Source: an optimization exercise on an open RTL-to-GDS flow (aim: small area and few clock cycles per item). Production flows keep margins and buffers that such runs may drop.
Only simulation tests tie the RTL to the original design; equivalence was not proved.
Power figures rest on the tool's default switching activity, not on a simulated workload.

## pcs_tx_top
module pcs_tx_top #(
  parameter int DEPTH = 4,
  parameter int OUT_CREDITS = 4
) (
  input  logic        CLK,
  input  logic        reset,
  input  logic        in_valid,
  input  logic [63:0] in_data,
  input  logic [7:0]  in_ctrl,
  output logic        in_credit,
  input  logic        out_credit,
  output logic        out_valid,
  output logic [65:0] out_block
);
  localparam int lane_width = 8;
  localparam int lane_count = 8;
  localparam int code_w     = 7;  
  localparam logic [1:0] kind_data  = 2'd0;
  localparam logic [1:0] kind_ctrl  = 2'd1;
  localparam logic [1:0] kind_start = 2'd2;
  localparam logic [1:0] kind_term  = 2'd3;
  localparam logic [lane_width-1:0] char_idle    = 8'h07;
  localparam logic [lane_width-1:0] char_start   = 8'hfb;
  localparam logic [lane_width-1:0] char_term    = 8'hfd;
  localparam logic [lane_width-1:0] char_error   = 8'hfe;
  localparam logic [lane_width-1:0] char_order   = 8'h9c;  
  localparam logic [lane_width-1:0] char_fsig    = 8'h5c;  
  localparam logic [lane_width-1:0] char_idle_r  = 8'h1c;
  localparam logic [lane_width-1:0] char_idle_a  = 8'h7c;
  localparam logic [lane_width-1:0] char_idle_k  = 8'hbc;
  localparam logic [lane_width-1:0] char_code_3c = 8'h3c;
  localparam logic [lane_width-1:0] char_code_dc = 8'hdc;
  localparam logic [lane_width-1:0] char_code_f7 = 8'hf7;
  localparam logic [6:0] ctl_idle   = 7'h00;
  localparam logic [6:0] ctl_idle_a = 7'h4b;
  localparam logic [6:0] ctl_idle_k = 7'h55;
  localparam logic [6:0] ctl_idle_r = 7'h2d;
  localparam logic [6:0] ctl_3c     = 7'h33;
  localparam logic [6:0] ctl_dc     = 7'h66;
  localparam logic [6:0] ctl_f7     = 7'h78;
  localparam logic [6:0] ctl_error  = 7'h1e;
  localparam int block_width   = 66;
  localparam int payload_width = 64;
  localparam int scram_width   = 58;
  localparam logic [1:0] sync_data = 2'b10;
  localparam logic [1:0] sync_ctrl = 2'b01;
  localparam logic [3:0] order_fsig = 4'hf;
  localparam logic [7:0] type_ctrl       = 8'h1e;  
  ...
Size in the first run: about 1100 cells after synthesis, about 140 I/O pins, roughly 0.012 sq mm of cells after synthesis.
==> flow/config.mk <==
export PLATFORM = sky130hd
export DESIGN_NAME = pcs_tx_top
export DESIGN_NICKNAME = pcs_tx_top
export VERILOG_FILES = /design/flow/design.v
export SDC_FILE = /design/flow/constraint.sdc
export NUM_CORES = 4
export LEC_CHECK = 0
export ABC_AREA = 1
export CAP_MARGIN = 20
export CORE_MARGIN = 2
export CORE_UTILIZATION = 65
export SLEW_MARGIN = 20
==> flow/constraint.sdc <==
create_clock -name core_clock -period 6.4 [get_ports {CLK}]
set_input_delay 1.2800 -clock core_clock [delete_from_list [all_inputs] [get_ports {CLK}]]
set_output_delay 1.2800 -clock core_clock [all_outputs]
set_load 0.01 [all_outputs]
standard.sh (not shown) runs the stock make flow with config.mk's settings and CLKGATE_MAP_FILE= SYNTH_SCRIPT=/design/flow/synth_recipe.tcl, a recipe that flattens the netlist after the stock synthesis.
==> flow/flow/run.sh <==
#!/bin/bash
# The standard layout (standard.sh) with three changes to how it is made:
# - synthesis maps with an area-oriented ABC script (flow/abc_area.script,
#   used through ABC_AREA=1 from a copy of the ORFS scripts folder; every
#   other script is ORFS's own, unchanged);
# - each port gets the smallest buffer, sky130_fd_sc_hd__buf_1;
# - the clock tree uses small clusters of clkbuf_4 without dummy loads.
set -euo pipefail
rm -rf scripts_area
cp -r "$FLOW_HOME/scripts" scripts_area
cp flow/abc_area.script scripts_area/abc_area.script
export SCRIPTS_DIR="$PWD/scripts_area"
export BUFFER_PORTS_ARGS="-buffer_cell sky130_fd_sc_hd__buf_1"
export CTS_ARGS="-sink_clustering_enable -repair_clock_nets -dont_use_dummy_load -sink_clustering_size 10 -sink_clustering_max_diameter 30 -buf_list sky130_fd_sc_hd__clkbuf_4"
bash standard.sh > standard.log 2>&1
==> flow/flow/abc_area.script <==
strash
&get -n
&deepsyn -T 20
&put
dch -f
map -D 3000
topo
stime -c
The baseline completed without violations.
Testbench counts at the start, summed over its fixed seeds: cycles 12,032, words 12,000.
Then changed:
==> flow/run.sh (new file) <==
#!/bin/bash
# synth_recipe.tcl (not shown) runs the flow's synth.tcl, then flattens the netlist and writes it again
# the make line also repeats each setting of config.mk as NAME=value (left out here)
make -C /OpenROAD-flow-scripts/flow DESIGN_CONFIG=/design/flow/config.mk WORK_HOME=/design/flow/orfs CLKGATE_MAP_FILE= SYNTH_SCRIPT=/design/flow/synth_recipe.tcl finish
Settings changed: ABC_AREA 1 to unset, CTS_BUF_LIST set to sky130_fd_sc_hd__clkbuf_16, CTS_CLUSTER_DIAMETER set to 60, CTS_CLUSTER_SIZE set to 30.
removed: flow/flow/run.sh
removed: flow/flow/abc_area.script
removed: flow/standard.sh
What happened: The changed run finished with timing, DRC and antenna clean; cell count is lower by 3.2%; routed wire length rose by 1.5%; die area rises by 8.0%; power came out higher by 7.0%.
Then changed:
Settings changed: CORE_UTILIZATION 65 to 40, CTS_BUF_LIST sky130_fd_sc_hd__clkbuf_16 to unset, CTS_CLUSTER_DIAMETER 60 to unset, CTS_CLUSTER_SIZE 30 to unset.
Synthesized cell count stays the same.
Setup slack loses 0.048 ns.
Clock-buffer cell count climbs by 19.
Cell count climbs by 14%.
Then changed:
==> flow/flow/run.sh (new file) <==
#!/bin/bash
# the standard layout, with the smallest buffer on each port.
export BUFFER_PORTS_ARGS="-buffer_cell sky130_fd_sc_hd__buf_1"
bash standard.sh > standard.log 2>&1
==> flow/standard.sh (new file) <==
#!/bin/bash
# synth_recipe.tcl (not shown) runs the flow's synth.tcl, then flattens the netlist and writes it again
# the make line also repeats each setting of config.mk as NAME=value (left out here)
make -C /OpenROAD-flow-scripts/flow DESIGN_CONFIG=/design/flow/config.mk WORK_HOME=/design/flow/orfs CLKGATE_MAP_FILE= SYNTH_SCRIPT=/design/flow/synth_recipe.tcl "${@:-finish}"
Settings changed: CORE_UTILIZATION 40 to 65.
removed: flow/run.sh
=> Combinational power grows slightly; global-route usage grows by 16 points; worst setup slack is better by 0.24 ns; hold slack is worse by 0.0038 ns; flip-flop and latch count does not change.
Then changed:
==> flow/flow/run.sh (replaced) <==
#!/bin/bash
# The standard layout (standard.sh) with three changes to how it is made:
# - synthesis maps with an area-oriented ABC script (flow/abc_area.script,
#   used through ABC_AREA=1 from a copy of the ORFS scripts folder; every
#   other script is ORFS's own, unchanged);
# - synthesis leaves half and full adders to ABC (ADDER_MAP_FILE empty);
# - each port gets the smallest buffer, sky130_fd_sc_hd__buf_1;
# - the clock tree uses small clusters of clkbuf_4 without dummy loads.
set -euo pipefail
rm -rf scripts_area
cp -r "$FLOW_HOME/scripts" scripts_area
cp flow/abc_area.script scripts_area/abc_area.script
export SCRIPTS_DIR="$PWD/scripts_area"
export ADDER_MAP_FILE=
export BUFFER_PORTS_ARGS="-buffer_cell sky130_fd_sc_hd__buf_1"
export CTS_ARGS="-sink_clustering_enable -repair_clock_nets -dont_use_dummy_load -sink_clustering_size 10 -sink_clustering_max_diameter 30 -buf_list sky130_fd_sc_hd__clkbuf_4"
bash standard.sh > standard.log 2>&1
==> flow/flow/abc_area.script (new file) <==
strash
&get -n
&deepsyn -T 20
&put
dch -f
map -a
topo
stime -c
Settings changed: ABC_AREA set to 1.
=> The new run produced a clean layout. Worst setup slack degrades by 0.73 ns. Design area shrinks by about 8%. Cell count goes up by about 7%. Area after synthesis decreases by 8.2%. Sequential share of layout area came out higher by 4.6 points. Clock power shrinks by 47%. Routed wire length came out lower by 9.4%. Synthesized cell count is higher by about 7%. Via count falls by 1.8%.

==> separate check: timing with driven ports <==
Ports are ideal in the flow. The routed layouts listed here were re-timed in OpenROAD. Step 1 assumes that a clkbuf_16 drives the clock port and a buf_2 every other input. Step 2 times the ports against the registers' clock, not the clock port: input delays grow and output delays shrink by t, the midpoint of the rising clock arrivals with the driver on. a / b / c = no drivers / after step 1 / after step 2; a / b = the first two.
run | t, ns | setup WS [ns] | worst hold slack (ns) | worst setup path after step 2 | worst data-port slew with drivers (ns)
the first run | 0.664 | 0.536 / 0.559 / -0.105 | 0.374 / 0.374 / 0.374 | input to register | 0.04
the second run | 0.538 | 1.027 / 1.052 / 0.513 | 0.417 / 0.417 / 0.417 | input to register | 0.05
the third run | 0.564 | 0.979 / 1.007 / 0.443 | 0.407 / 0.407 / 0.407 | input to register | 0.04
the fourth run | 0.574 | 1.222 / 1.253 / 0.680 | 0.403 / 0.403 / 0.403 | input to register | 0.05
the fifth run | 0.649 | 0.490 / 0.511 / -0.139 | 0.378 / 0.378 / 0.378 | input to register | 0.06
With both steps, setup timing fails in the first run and the fifth run, where it was met with ideal ports. The setup slack of the first run, which loses most, moves by +0.023 ns with the drivers and by -0.641 ns with both steps.
